Background: an optimization exercise with open tools, aiming at small area. Do not read the settings as production practice.
Power and IR drop assume default switching activity.

==> flow/design.v <==
package access_pkg;
	typedef logic [3:0] key_code_t;
	typedef struct packed {
		logic      strobe;
		key_code_t code;
	} key_event_t;
	typedef logic [11:0] user_id_t;
	typedef logic [15:0] passcode_t;
	typedef struct packed {
		logic       locked;
		logic [1:0] errors;
		passcode_t  pass;
	} user_entry_t;
	typedef struct packed {
		logic        en;
		user_id_t    id;
		user_entry_t entry;
	} table_wr_t;
	typedef struct packed {
		logic granted;
		logic denied;
		logic locked;
		logic alarm;
	} access_status_t;
endpackage
`timescale 1ns/10ps
module elevator_access (
	input  logic       clk,
	input  logic       rst,
	input  logic [4:0] key,
	output logic [3:0] status
);
	localparam logic [3:0] S_IDLE       = 4'd0;
	localparam logic [3:0] S_IDLE_G     = 4'd1;
	localparam logic [3:0] S_IDLE_D     = 4'd2;
	localparam logic [3:0] S_ID         = 4'd3;
	localparam logic [3:0] S_ID_CHECK   = 4'd4;
	localparam logic [3:0] S_WAIT_STAR  = 4'd5;
	localparam logic [3:0] S_PASS       = 4'd6;
	localparam logic [3:0] S_PASS_CHECK = 4'd7;
	localparam logic [3:0] S_ADMIN      = 4'd8;
	localparam logic [3:0] S_ADMIN_G    = 4'd9;
	localparam logic [3:0] S_NEW_ID     = 4'd10;
	localparam logic [3:0] S_NEW_PASS   = 4'd11;
	localparam logic [3:0] S_COMMIT     = 4'd12;
	localparam logic [3:0] S_ALARM      = 4'd13;
	localparam logic [3:0] S_ALARM_L    = 4'd14;
	localparam int EW = 15;
	logic [3:0] state, next_state;
	logic [2:0] cnt;
	logic       bad_key;
	logic strobe, is_digit, star_key, hash_key;
	assign strobe   = key[4];
	assign is_digit = key[3:0] <= 4'd9;
	assign star_key = strobe && (key[3:0] == 4'd10);
	assign hash_key = strobe && (key[3:0] == 4'd11);
	logic in_idle, in_admin, in_alarm;
	assign in_idle  = (state == S_IDLE) || (state == S_IDLE_G) || (state == S_IDLE_D);
	assign in_admin = (state == S_ADMIN) || (state == S_ADMIN_G);
	assign in_alarm = (state == S_ALARM) || (state == S_ALARM_L);
	logic id_st, pass_st, collecting, full, shift;
	assign id_st      = (state == S_ID) || (state == S_NEW_ID);
	assign pass_st    = (state == S_PASS) || (state == S_NEW_PASS);
	assign collecting = id_st || pass_st;
	assign full       = id_st ? (cnt == 3'd3) : (cnt == 3'd4);
	assign shift      = collecting && strobe && is_digit && !full;
	logic       id_bad, id_t;
	logic [3:0] id_o;
	logic       nid_bad, nid_t;
	logic [3:0] nid_o;
	logic       first;
	assign first = cnt == 3'd0;
	always_comb begin
		nid_bad = id_bad;
		nid_t = id_t;
		nid_o = id_o;
		if (shift && id_st) begin
			nid_bad = !first && (id_bad || id_t || (id_o > 4'd1));
			nid_t = !first && !id_bad && !id_t && (id_o == 4'd1);
			nid_o = key[3:0];
		end
	end
	always_ff @(posedge clk) begin
		id_bad <= nid_bad;
		id_t <= nid_t;
		id_o <= nid_o;
	end
	logic id_ok, is_admin;
	assign id_ok = !id_bad && (id_t ? (id_o <= 4'd8) : (id_o != 4'd0));
	assign is_admin = !id_bad && !id_t && (id_o == 4'd1);
	logic [9:0] pass_hi;
	logic [3:0] pass_lo;
	logic [9:0] hi_base;
	assign hi_base = first ? 10'd0 : pass_hi;
	always_ff @(posedge clk) begin
		if (shift && pass_st) begin
			if (cnt == 3'd3)
				pass_lo <= key[3:0];
			else
				pass_hi <= {hi_base[6:0], 3'b000} + {hi_base[8:0], 1'b0} + {6'd0, key[3:0]};
		end
	end
	function automatic logic [4:0] enc(input logic [1:0] err, input logic [3:0] d);
		enc = d[3] ? {2'b11, err, d[0]} : {err, d[2:0]};
	endfunction
	function automatic logic [1:0] code_err(input logic [4:0] c);
		code_err = (c[4:3] == 2'b11) ? c[2:1] : c[4:3];
	endfunction
	function automatic logic [4:0] code_set_err(input logic [4:0] c, input logic [1:0] err);
		code_set_err = (c[4:3] == 2'b11) ? {2'b11, err, c[0]} : {err, c[2:0]};
	endfunction
	function automatic logic [3:0] slot_of(input logic [3:0] o);
		slot_of = (o == 4'd9) ? 4'd0 : o;
	endfunction
	logic [3:0] phase;
	always_ff @(posedge clk or posedge rst) begin
		if (rst)
			phase <= 4'd0;
		else
			phase <= (phase == 4'd8) ? 4'd0 : phase + 4'd1;
	end
	logic [8:0][EW-1:0] ring0;
	logic [8:0][EW-1:0] ring1;
	logic [EW-1:0]      head0, head1;
	logic [EW-1:0]      cap;
	logic [1:0]         cap_err;
	assign cap_err = code_err(cap[4:0]);
	localparam logic [2:0] W_ENROL = 3'd3;
	localparam logic [2:0] W_LOCK  = 3'd4;
	logic       pend_v, pend_t;
	logic [3:0] pend_slot;
	logic [2:0] pend_code;
	logic       issue_chk, issue_commit, pass_match, lock_now;
	logic       w_v, w_t, w_hit;
	logic [3:0] w_slot;
	logic [2:0] w_code;
	assign issue_chk = state == S_PASS_CHECK;
	assign issue_commit = (state == S_COMMIT) && star_key;
	assign pass_match = (cap[EW-1:5] == pass_hi) && (cap[4:0] == enc(cap_err, pass_lo));
	assign lock_now = cap_err[1];
	assign w_v = issue_chk || issue_commit || pend_v;
	assign w_t = pend_v ? pend_t : id_t;
	assign w_slot = pend_v ? pend_slot : slot_of(id_o);
	assign w_code = pend_v ? pend_code :
		issue_commit ? W_ENROL :
		pass_match ? 3'd0 :
		lock_now ? W_LOCK :
		(cap_err == 2'd0) ? 3'd1 : 3'd2;
	assign w_hit = w_v && (w_slot == phase);
	always_ff @(posedge clk or posedge rst) begin
		if (rst)
			pend_v <= 1'b0;
		else
			pend_v <= w_v && !w_hit;
	end
	always_ff @(posedge clk) begin
		pend_t <= w_t;
		pend_slot <= w_slot;
		pend_code <= w_code;
	end
	localparam logic [4:0] C_LOCKED = 5'b11110;
	localparam logic [EW-1:0] ADMIN_ENTRY = {10'd123, 5'b00100};
	logic [EW-1:0] new_entry;
	assign new_entry = {pass_hi, enc(2'd0, pass_lo)};
	logic sweep;
	always_ff @(posedge clk or posedge rst) begin
		if (rst)
			sweep <= 1'b1;
		else if (phase == 4'd8)
			sweep <= 1'b0;
	end
	function automatic logic [EW-1:0] upd(input logic [EW-1:0] e, input logic [2:0] c);
		if (c == W_ENROL)
			upd = new_entry;
		else if (c == W_LOCK)
			upd = {e[EW-1:5], C_LOCKED};
		else
			upd = {e[EW-1:5], code_set_err(e[4:0], c[1:0])};
	endfunction
	always_comb begin
		head0 = ring0[8];
		head1 = ring1[8];
		if (w_hit && !w_t)
			head0 = upd(ring0[8], w_code);
		if (w_hit && w_t)
			head1 = upd(ring1[8], w_code);
		if (sweep) begin
			head0 = (phase == 4'd1) ? ADMIN_ENTRY : {ring0[8][EW-1:5], C_LOCKED};
			head1[4:0] = C_LOCKED;
		end
	end
	always_ff @(posedge clk) begin
		ring0 <= {ring0[7:0], head0};
		ring1 <= {ring1[7:0], head1};
	end
	always_ff @(posedge clk) begin
		if (slot_of(nid_o) == phase)
			cap <= nid_t ? head1 : head0;
	end
	logic [8:0] lk0, lk1;
	for (genvar i = 0; i < 9; i++) begin : g_lk
		assign lk0[i] = ring0[i][4:1] == 4'b1111;
		assign lk1[i] = ring1[i][4:1] == 4'b1111;
	end
	logic [3:0] id_slot;
	logic [4:0] rel_raw;
	logic [3:0] rel, lk_pos;
	logic       id_locked, pend_same;
	assign id_slot = slot_of(id_o);
	assign rel_raw = {1'b0, id_slot} - {1'b0, phase};
	assign rel = rel_raw[4] ? rel_raw[3:0] + 4'd9 : rel_raw[3:0];
	assign lk_pos = 4'd8 - rel;
	assign pend_same = pend_v && (pend_t == id_t) && (pend_slot == id_slot);
	assign id_locked = pend_same ? (pend_code == W_LOCK) :
		(sweep && !rel_raw[4]) ? 1'b1 :
		id_t ? lk1[lk_pos] : lk0[lk_pos];
	always_comb begin
		next_state = state;
		case (state)
			S_IDLE, S_IDLE_G, S_IDLE_D:
				next_state = star_key ? S_ID : S_IDLE;
			S_ID:
				if (bad_key)
					next_state = S_ALARM;
				else if (full)
					next_state = S_ID_CHECK;
			S_ID_CHECK:
				if (!id_ok)
					next_state = S_IDLE;
				else if (id_locked)
					next_state = S_ALARM;
				else
					next_state = S_WAIT_STAR;
			S_WAIT_STAR:
				if (star_key)
					next_state = S_PASS;
			S_PASS:
				if (bad_key)
					next_state = S_ALARM;
				else if (full)
					next_state = S_PASS_CHECK;
			S_PASS_CHECK:
				if (pass_match)
					next_state = is_admin ? S_ADMIN_G : S_IDLE_G;
				else
					next_state = lock_now ? S_ALARM_L : S_IDLE_D;
			S_ADMIN, S_ADMIN_G:
				next_state = hash_key ? S_NEW_ID : star_key ? S_IDLE : S_ADMIN;
			S_NEW_ID:
				if (bad_key)
					next_state = S_ALARM;
				else if (full)
					next_state = id_ok ? S_NEW_PASS : S_IDLE;
			S_NEW_PASS:
				if (bad_key)
					next_state = S_ALARM;
				else if (full)
					next_state = S_COMMIT;
			S_COMMIT:
				if (star_key)
					next_state = S_IDLE;
			S_ALARM, S_ALARM_L:
				next_state = (cnt == 3'd7) ? S_IDLE : S_ALARM;
			default:
				next_state = S_IDLE;
		endcase
	end
	always_ff @(posedge clk or posedge rst) begin
		if (rst)
			state <= S_IDLE;
		else
			state <= next_state;
	end
	logic restart;
	assign restart = collecting ? (next_state != state) : !in_alarm;
	always_ff @(posedge clk) begin
		if (restart)
			cnt <= 3'd0;
		else if (shift || in_alarm)
			cnt <= cnt + 3'd1;
		bad_key <= collecting && strobe && !is_digit;
	end
	assign status = {(state == S_IDLE_G) || (state == S_ADMIN_G), state == S_IDLE_D,
		state == S_ALARM_L, in_alarm};
endmodule
clock: 8.0 ns
lec_check: 0
cap_margin: 20
core_margin: 2
core_utilization: 70
place_density: 0.8
slew_margin: 20
standard.sh (not shown) runs the stock make flow with config.mk's settings and CLKGATE_MAP_FILE= SYNTH_SCRIPT=/design/flow/synth_recipe.tcl, a recipe that flattens the netlist after the stock synthesis.
==> flow/flow/run.sh <==
#!/bin/bash
# Standard ORFS layout with three changes: CTS without dummy loads, the
# smallest buffer on the ports, and the CTS buffer and clustering settings.
set -euo pipefail
bash standard.sh \
  CTS_ARGS="-sink_clustering_enable -repair_clock_nets -sink_clustering_size 10 -sink_clustering_max_diameter 30 -buf_list sky130_fd_sc_hd__clkbuf_4 -dont_use_dummy_load" \
  BUFFER_PORTS_ARGS="-buffer_cell sky130_fd_sc_hd__buf_1" \
  finish > standard.log 2>&1
Then changed:
--- a/flow/design.v
+++ b/flow/design.v
@@ -86,22 +86,31 @@
 		id_o <= nid_o;
 	end
 	logic id_ok, is_admin;
 	assign id_ok = !id_bad && (id_t ? (id_o <= 4'd8) : (id_o != 4'd0));
 	assign is_admin = !id_bad && !id_t && (id_o == 4'd1);
+	logic [15:0] pass_bcd;
+	always_ff @(posedge clk) begin
+		if (shift && pass_st)
+			pass_bcd <= {pass_bcd[11:0], key[3:0]};
+	end
+	function automatic logic [9:0] pack3(input logic [3:0] a, input logic [3:0] b, input logic [3:0] c);
+		case ({a[3], b[3], c[3]})
+			3'b000: pack3 = {1'b0, a[2:0], b[2:0], c[2:0]};
+			3'b100: pack3 = {3'b100, b[2:0], c[2:0], a[0]};
+			3'b010: pack3 = {3'b101, a[2:0], c[2:0], b[0]};
+			3'b001: pack3 = {3'b110, a[2:0], b[2:0], c[0]};
+			3'b011: pack3 = {5'b11100, a[2:0], b[0], c[0]};
+			3'b101: pack3 = {5'b11101, b[2:0], a[0], c[0]};
+			3'b110: pack3 = {5'b11110, c[2:0], a[0], b[0]};
+			default: pack3 = {7'b1111100, a[0], b[0], c[0]};
+		endcase
+	endfunction
 	logic [9:0] pass_hi;
 	logic [3:0] pass_lo;
-	logic [9:0] hi_base;
-	assign hi_base = first ? 10'd0 : pass_hi;
-	always_ff @(posedge clk) begin
-		if (shift && pass_st) begin
-			if (cnt == 3'd3)
-				pass_lo <= key[3:0];
-			else
-				pass_hi <= {hi_base[6:0], 3'b000} + {hi_base[8:0], 1'b0} + {6'd0, key[3:0]};
-		end
-	end
+	assign pass_hi = pack3(pass_bcd[15:12], pass_bcd[11:8], pass_bcd[7:4]);
+	assign pass_lo = pass_bcd[3:0];
 	function automatic logic [4:0] enc(input logic [1:0] err, input logic [3:0] d);
 		enc = d[3] ? {2'b11, err, d[0]} : {err, d[2:0]};
 	endfunction
 	function automatic logic [1:0] code_err(input logic [4:0] c);
 		code_err = (c[4:3] == 2'b11) ? c[2:1] : c[4:3];
@@ -157,11 +166,10 @@
 		pend_t <= w_t;
 		pend_slot <= w_slot;
 		pend_code <= w_code;
 	end
 	localparam logic [4:0] C_LOCKED = 5'b11110;
-	localparam logic [EW-1:0] ADMIN_ENTRY = {10'd123, 5'b00100};
 	logic [EW-1:0] new_entry;
 	assign new_entry = {pass_hi, enc(2'd0, pass_lo)};
 	logic sweep;
 	always_ff @(posedge clk or posedge rst) begin
 		if (rst)
@@ -183,17 +191,30 @@
 		if (w_hit && !w_t)
 			head0 = upd(ring0[8], w_code);
 		if (w_hit && w_t)
 			head1 = upd(ring1[8], w_code);
 		if (sweep) begin
-			head0 = (phase == 4'd1) ? ADMIN_ENTRY : {ring0[8][EW-1:5], C_LOCKED};
+			if (phase != 4'd1)
+				head0[4:0] = C_LOCKED;
 			head1[4:0] = C_LOCKED;
 		end
 	end
-	always_ff @(posedge clk) begin
-		ring0 <= {ring0[7:0], head0};
-		ring1 <= {ring1[7:0], head1};
+	localparam logic [EW-1:0] ADMIN_ENTRY = {10'b0_001_010_011, 5'b00100};
+	for (genvar i = 0; i < 9; i++) begin : g_ring
+		if (i == 7) begin : g_admin
+			always_ff @(posedge clk or posedge rst) begin
+				if (rst)
+					ring0[i] <= ADMIN_ENTRY;
+				else
+					ring0[i] <= ring0[i-1];
+			end
+		end else begin : g_plain
+			always_ff @(posedge clk)
+				ring0[i] <= (i == 0) ? head0 : ring0[(i+8)%9];
+		end
+		always_ff @(posedge clk)
+			ring1[i] <= (i == 0) ? head1 : ring1[(i+8)%9];
 	end
 	always_ff @(posedge clk) begin
 		if (slot_of(nid_o) == phase)
 			cap <= nid_t ? head1 : head0;
 	end
Setup slack is worse by 0.095 ns.
Clock skew shrinks by 0.048 ns.
Cell area shrinks by 0.34%.
Sequential share of layout area grows by 1.5 points.
Global-route usage shrinks by 0.94 points.
Clock-buffer cell count grows by 2.
Fmax shrinks by 2.2%.
Utilization barely changes.
Synthesized cell count grows by 4.5%.
Routed wire length shrinks by 2.2%.
Register-to-register slack is worse by 0.04 ns.
Total power grows by 1.6%.
Die area shrinks by 0.50%.
Function was not checked in any run of this note: the RTL went through the layout flow alone.

-- separate check: timing with driven ports --
The results above use ideal ports. As a check the final layouts listed here were re-extracted and re-timed, cells and wires unchanged. Step 1, drivers: a clkbuf_16 drives clk and a buf_2 each remaining input, both assumed. Step 2 adds t to the input delays and takes it off the output delays; t is the mean of the earliest and latest rising clock arrival at the registers after step 1. Input paths then give back, and output paths get back, about the clock's delay inside the block. Slacks: ideal ports / drivers / drivers and shift; pairs: ideal ports / drivers.
| run | shift t [ns] | setup WS [ns] | hold WS [ns] | worst setup path after step 2 |
|---|---|---|---|---|
| the first run | 0.626 | 3.828 / 3.828 / 3.560 | 0.303 / 0.303 / 0.303 | input to register |
| the second run | 0.652 | 3.733 / 3.748 / 3.096 | 0.273 / 0.273 / 0.273 | input to register |
After both steps every run listed still meets setup and hold. The setup slack of the second run, which loses most, moves by +0.015 ns with the drivers and by -0.637 ns with both steps.
